Source: an optimization exercise on an open RTL-to-GDS flow (aim: small area and a short achievable clock period). Production flows keep margins and buffers that such runs may drop.
Where RTL was checked, it was by simulation tests only, not by an equivalence proof against the original.
No activity file was given, so power comes from the tool's default toggle rates.

==> v33 <==
## region
module region (
    input  logic                                     clk,
    input  logic                                     rst_n,
    input  logic [4-1:0]                re,
    input  logic [2*4-1:0]              rsel,
    input  logic [5*4-1:0] raddr,
    input  logic [4-1:0]                we,
    input  logic [2*4-1:0]              wsel,
    input  logic [5*4-1:0] waddr,
    input  logic [16*4-1:0] wdata,
    output logic [4-1:0]                rvalid,
    output logic [16*4-1:0] rdata,
    output logic                                     empty,
    output logic                                     almostfull
);
clock: 4.0 ns
lec_check: 0
cap_margin: 20
core_margin: 2
core_utilization: 50
cts_cluster_diameter: 80
cts_cluster_size: 25
setup_slack_margin: 2.0
slew_margin: 20
synth_hierarchical: 1
standard.sh (not shown) runs the stock make flow with config.mk's settings and CLKGATE_MAP_FILE= SYNTH_SCRIPT=/design/flow/synth_recipe.tcl, a recipe that flattens the netlist after the stock synthesis.
==> flow/flow/run.sh <==
#!/bin/bash
# Layout flow: the standard ORFS flow (standard.sh), unchanged synthesis,
# with plain buffers on the ports instead of the delay cells buffer_ports
# picks by default. Each step's output goes to a log of its own here.
set -euo pipefail
export BUFFER_PORTS_ARGS="-buffer_cell sky130_fd_sc_hd__buf_2"
bash standard.sh synth > synth.log 2>&1
bash standard.sh floorplan > floorplan.log 2>&1
bash standard.sh place > place.log 2>&1
bash standard.sh cts > cts.log 2>&1
bash standard.sh route > route.log 2>&1
bash standard.sh finish > finish.log 2>&1
==> v39 (differences from v33) <==
--- a/flow/design.v
+++ b/flow/design.v
@@ -1,23 +1,23 @@
 `timescale 1ns/1ns
 module region_ram (
-    input  logic                           clk,
-    input  logic [(1<<5)-1:0] rrow,
-    output logic [16-1:0]      rword,
-    input  logic                           we,
-    input  logic [5-1:0]      waddr,
-    input  logic [16-1:0]      wdata
+    input  logic                               clk,
+    input  logic [(1<<5)-1:0]     rrow,
+    output logic [16-1:0]          rword,
+    input  logic [(1<<(5-2))-1:0] whi,
+    input  logic [3:0]                         wlo,
+    input  logic [16-1:0]          wdata
 );
     localparam int unsigned DEPTH = 1 << 5;
     logic [DEPTH-1:0][16-1:0] mem;
     logic [DEPTH-1:0]                     wrow;
     always_comb begin
         for (int i = 0; i < DEPTH; i++) begin
-            wrow[i] = we && (waddr == 5'(i));
+            wrow[i] = whi[i/4] && wlo[i%4];
         end
     end
     always_ff @(posedge clk) begin
         for (int i = 0; i < DEPTH; i++) begin
             if (wrow[i]) begin
                 mem[i] <= wdata;
             end
         end
@@ -94,77 +94,83 @@
     input  logic                      we,
     input  logic [16-1:0] wdata,
     output logic                      empty,
     output logic                      almostfull
 );
     localparam int unsigned DEPTH = 1 << 5;
     localparam logic [5:0] AFULL_LEVEL = (5+1)'(DEPTH - 4);
     logic [DEPTH-1:0][16-1:0] mem;
-    logic [5:0]   count;
     logic [3:0]                head_lo, head_lo_nxt;
     logic [DEPTH/4-1:0]        head_hi, head_hi_nxt;
+    logic                      full, full_nxt;
     logic                      do_wr;
     logic [DEPTH-1:0]          hrow;
-    logic [5:0]   count_up, count_dn, count_nxt;
-    assign do_wr = we && !count[5];
-    localparam int unsigned SW = (5 + 1) + 4 + DEPTH/4 + 2;
-    logic [5:0] count_nord, count_rd;
-    logic [3:0]              head_lo_nord, head_lo_rd;
-    logic [DEPTH/4-1:0]      head_hi_nord, head_hi_rd;
-    logic                    empty_nord, empty_rd;
-    logic                    afull_nord, afull_rd;
-    logic [SW-1:0]           state_nxt;
-    logic                    empty_nxt, afull_nxt;
-    assign count_up = count + 1'b1;
-    assign count_dn = count - 1'b1;
+    assign do_wr = we && !full;
+    localparam int unsigned SW = 4 + DEPTH/4 + 3;
+    logic [3:0]         head_lo_nord, head_lo_rd;
+    logic [DEPTH/4-1:0] head_hi_nord, head_hi_rd;
+    logic               empty_nord, empty_rd;
+    logic               full_nord, full_rd;
+    logic               afull_nord, afull_rd;
+    logic               afull_up, afull_dn;
+    logic [SW-1:0]      state_nxt;
+    logic               empty_nxt, afull_nxt;
+    always_comb begin
+        afull_up = 1'b0;
+        afull_dn = 1'b0;
+        for (int i = 0; i < DEPTH; i++) begin
+            if (i >= int'(AFULL_LEVEL) - 2 && i <= DEPTH - 2) afull_up |= hrow[i];
+            if (i >= int'(AFULL_LEVEL)) afull_dn |= hrow[i];
+        end
+    end
     always_comb begin
         if (do_wr) begin
-            count_nord   = count_up;
             head_lo_nord = {head_lo[2:0], head_lo[3]};
             head_hi_nord = head_lo[3] ? {head_hi[DEPTH/4-2:0], head_hi[DEPTH/4-1]} : head_hi;
             empty_nord   = 1'b0;
-            afull_nord   = (count_up >= AFULL_LEVEL);
-            count_rd     = count;
+            full_nord    = hrow[DEPTH-2];
+            afull_nord   = afull_up;
             head_lo_rd   = head_lo;
             head_hi_rd   = head_hi;
             empty_rd     = 1'b0;
+            full_rd      = 1'b0;
             afull_rd     = almostfull;
         end else begin
-            count_nord   = count;
             head_lo_nord = head_lo;
             head_hi_nord = head_hi;
             empty_nord   = empty;
+            full_nord    = full;
             afull_nord   = almostfull;
-            count_rd     = count_dn;
             head_lo_rd   = {head_lo[0], head_lo[3:1]};
             head_hi_rd   = head_lo[0] ? {head_hi[0], head_hi[DEPTH/4-1:1]} : head_hi;
-            empty_rd     = (count_dn == '0);
-            afull_rd     = (count_dn >= AFULL_LEVEL);
+            empty_rd     = hrow[0];
+            full_rd      = 1'b0;
+            afull_rd     = afull_dn;
         end
     end
     late_sel #(.W(SW)) i_late_sel (
         .s (re),
-        .a ({count_rd,   head_lo_rd,   head_hi_rd,   empty_rd,   afull_rd}),
-        .b ({count_nord, head_lo_nord, head_hi_nord, empty_nord, afull_nord}),
+        .a ({head_lo_rd,   head_hi_rd,   empty_rd,   full_rd,   afull_rd}),
+        .b ({head_lo_nord, head_hi_nord, empty_nord, full_nord, afull_nord}),
         .y (state_nxt)
     );
-    assign {count_nxt, head_lo_nxt, head_hi_nxt, empty_nxt, afull_nxt} = state_nxt;
+    assign {head_lo_nxt, head_hi_nxt, empty_nxt, full_nxt, afull_nxt} = state_nxt;
     always_ff @(posedge clk) begin
         if (!rst_n) begin
-            count      <= '0;
             head_lo    <= 4'b1000;
             head_hi    <= {1'b1, {(DEPTH/4-1){1'b0}}};
             empty      <= 1'b1;
+            full       <= 1'b0;
             almostfull <= 1'b0;
         end else begin
-            count      <= count_nxt;
             head_lo    <= head_lo_nxt;
             head_hi    <= head_hi_nxt;
             empty      <= empty_nxt;
+            full       <= full_nxt;
             almostfull <= afull_nxt;
         end
     end
     always_ff @(posedge clk) begin
         if (do_wr) begin
             mem <= {mem[DEPTH-2:0], wdata};
         end
     end
@@ -323,18 +329,18 @@
 `timescale 1ns/1ns
 module write_arbiter (
     input  logic                                     clk,
     input  logic                                     rst_n,
     input  logic [4-1:0]                we,
     input  logic [2*4-1:0]              wsel,
     input  logic [5*4-1:0] waddr,
     input  logic [16*4-1:0] wdata,
-    output logic                                     ram_we,
-    output logic [5-1:0]                ram_waddr,
+    output logic [(1<<(5-2))-1:0]       ram_whi,
+    output logic [3:0]                               ram_wlo,
     output logic [16-1:0]                ram_wdata,
     output logic                                     fifo_we,
     output logic [16-1:0]                fifo_wdata
 );
     logic [4-1:0] ram_req;
     logic [4-1:0] fifo_req;
     logic [5-1:0] ram_waddr_d;
     logic [16-1:0] ram_wdata_d;
@@ -348,25 +354,29 @@
             fifo_req[c] = we[c] && wsel[2*c + 1];
             ram_waddr_d  |= {5{ram_req[c]}}  & waddr[c*5 +: 5];
             ram_wdata_d  |= {16{ram_req[c]}}  & wdata[c*16 +: 16];
             fifo_wdata_d |= {16{fifo_req[c]}} & wdata[c*16 +: 16];
         end
     end
     always_ff @(posedge clk) begin
         if (!rst_n) begin
-            ram_we  <= 1'b0;
+            ram_whi <= '0;
             fifo_we <= 1'b0;
         end else begin
-            ram_we  <= |ram_req;
+            for (int j = 0; j < (1 << (5-2)); j++) begin
+                ram_whi[j] <= |ram_req && ram_waddr_d[5-1:2] == (5-2)'(j);
+            end
             fifo_we <= |fifo_req;
         end
     end
     always_ff @(posedge clk) begin
-        ram_waddr  <= ram_waddr_d;
+        for (int k = 0; k < 4; k++) begin
+            ram_wlo[k] <= ram_waddr_d[1:0] == 2'(k);
+        end
         ram_wdata  <= ram_wdata_d;
         fifo_wdata <= fifo_wdata_d;
     end
 endmodule
 `timescale 1ns/1ns
 module region (
     input  logic                                     clk,
     input  logic                                     rst_n,
@@ -379,18 +389,18 @@
     input  logic [16*4-1:0] wdata,
     output logic [4-1:0]                rvalid,
     output logic [16*4-1:0] rdata,
     output logic                                     empty,
     output logic                                     almostfull
 );
     logic [(1<<5)-1:0] ram_rrow;
     logic [16-1:0] ram_rdata;
-    logic                      ram_we;
-    logic [5-1:0] ram_waddr;
+    logic [(1<<(5-2))-1:0] ram_whi;
+    logic [3:0]                ram_wlo;
     logic [16-1:0] ram_wdata;
     logic                      fifo_re;
     logic [16-1:0] fifo_rdata;
     logic                      fifo_we;
     logic [16-1:0] fifo_wdata;
     read_arbiter i_read_arbiter (
         .clk        (clk),
         .rst_n      (rst_n),
@@ -407,28 +417,28 @@
     );
     write_arbiter i_write_arbiter (
         .clk        (clk),
         .rst_n      (rst_n),
         .we         (we),
         .wsel       (wsel),
         .waddr      (waddr),
         .wdata      (wdata),
-        .ram_we     (ram_we),
-        .ram_waddr  (ram_waddr),
+        .ram_whi    (ram_whi),
+        .ram_wlo    (ram_wlo),
         .ram_wdata  (ram_wdata),
         .fifo_we    (fifo_we),
         .fifo_wdata (fifo_wdata)
     );
     region_ram i_region_ram (
         .clk    (clk),
         .rrow   (ram_rrow),
         .rword  (ram_rdata),
-        .we     (ram_we),
-        .waddr  (ram_waddr),
+        .whi    (ram_whi),
+        .wlo    (ram_wlo),
         .wdata  (ram_wdata)
     );
     region_fifo i_region_fifo (
         .clk        (clk),
         .rst_n      (rst_n),
         .re         (fifo_re),
         .head       (fifo_rdata),
         .we         (fifo_we),
==> flow/flow/run.sh (replaced) <==
#!/bin/bash
# Layout flow: the standard ORFS flow (standard.sh), unchanged synthesis,
# with plain buffers on the ports instead of the delay cells buffer_ports
# picks by default, and a clock tree without dummy loads. Each step's output
# goes to a log of its own here.
set -euo pipefail
export BUFFER_PORTS_ARGS="-buffer_cell sky130_fd_sc_hd__buf_2"
export CTS_ARGS="-sink_clustering_enable -repair_clock_nets -sink_clustering_size 20 -sink_clustering_max_diameter 70 -dont_use_dummy_load"
bash standard.sh synth > synth.log 2>&1
bash standard.sh floorplan > floorplan.log 2>&1
bash standard.sh place > place.log 2>&1
bash standard.sh cts > cts.log 2>&1
bash standard.sh route > route.log 2>&1
bash standard.sh finish > finish.log 2>&1
CTS_CLUSTER_DIAMETER = 70   (was 80)
CTS_CLUSTER_SIZE = 20   (was 25)
SETUP_SLACK_MARGIN = 1.9   (was 2.0)
==> comparison <==
Against v39, the area after synthesis of v33 is larger by 1.9%. Between v39 and v33, the lower utilization is in v39 (gap 1.6 points). In sequential power, v39 and v33 hardly differ. Of v39 and v33, v33 has the higher combinational power (gap about 9%, measured against v33). In v39 the global-route usage is lower than in v33, by 2.4 points. Of v33 and v39, v33 has the higher register-to-register slack (gap 0.11 ns). Between v39 and v33, the lower cell count is in v39 (gap 5.4%, measured against v33). Against v33, the clock skew of v39 is higher by 0.028 ns.
==> figures <==
|  | v39 | v33 |
|---|---|---|
| Result of the run | timing/DRC/antenna clean | timing/DRC/antenna clean |
| Placed cell area | 46040 µm² | 47020 µm² |
| Layout cell share with drive strength beyond 1 | 24.33% | 29.34% |
| Sequential cell area | 33400 µm² | 33490 µm² |
| Die height | 303.1 µm | 306.0 µm |
| Proportion of total power due to net switching | 23.11% | 24.36% |
| Total met2 wirelength after detailed routing | 50320 µm | 63750 µm |
| Clk sinks | 1152 | 1151 |
| Worst reg2reg startpoint | i_region_fifo.head_lo[3] | i_write_arbiter.ram_waddr[4] |
| Core Util, Final | 55.80% | 57.40% |
| End of the worst register-to-register path | i_read_arbiter.fifo_word_q[11] | i_region_ram.mem[132] |
| Busiest layer in global routing | met1 | met2 |
| Minimum setup slack after placement | 1.005 ns | 0.8397 ns |
| Post-Synth Adder-Cell Area | 0% | 0.08233% |
| Post-synthesis area per instance | 15.97 µm² | 15.51 µm² |
| Cell internal power dissipation | 0.01768 W | 0.01762 W |
| XOR/XNOR Fraction of Synth Area | 0% | 0.2086% |
| Clock latency reported for the late side of the worst-skew pair | 0.63 ns | 0.67 ns |
Function not checked in v33: the RTL went through the layout flow alone.

## what the ideal ports hide
The flow's constraints put no driver on any port. The routed layouts listed below were extracted and timed again, unchanged, in two steps.
Step 1: set_driving_cell puts a clkbuf_16 on clk and a buf_2 on each other input, an assumption about the parent block.
Step 2 moves the port delays by t, midway between the first and last clock arrival at a register: inputs arrive t later, outputs are due t later. That takes back most of the time a late clock gives input paths.
Three values: no drivers, after step 1, after step 2; two values: the first two.
run | t (ns) | setup slack, ns | clock arrival spread, ns | slew at the worst register clock pin (ns) | pins driven straight from the clock port
v33 | 0.728 | 1.743 / 1.672 / 1.118 | 0.035 / 0.035 | 0.10 / 0.10 | 1
v39 | 0.663 | 1.816 / 1.747 / 1.254 | 0.084 / 0.084 | 0.08 / 0.08 | 1
After both steps every run listed still meets setup and hold. The setup slack of v33, which loses most, moves by -0.071 ns with the drivers and by -0.625 ns with both steps.
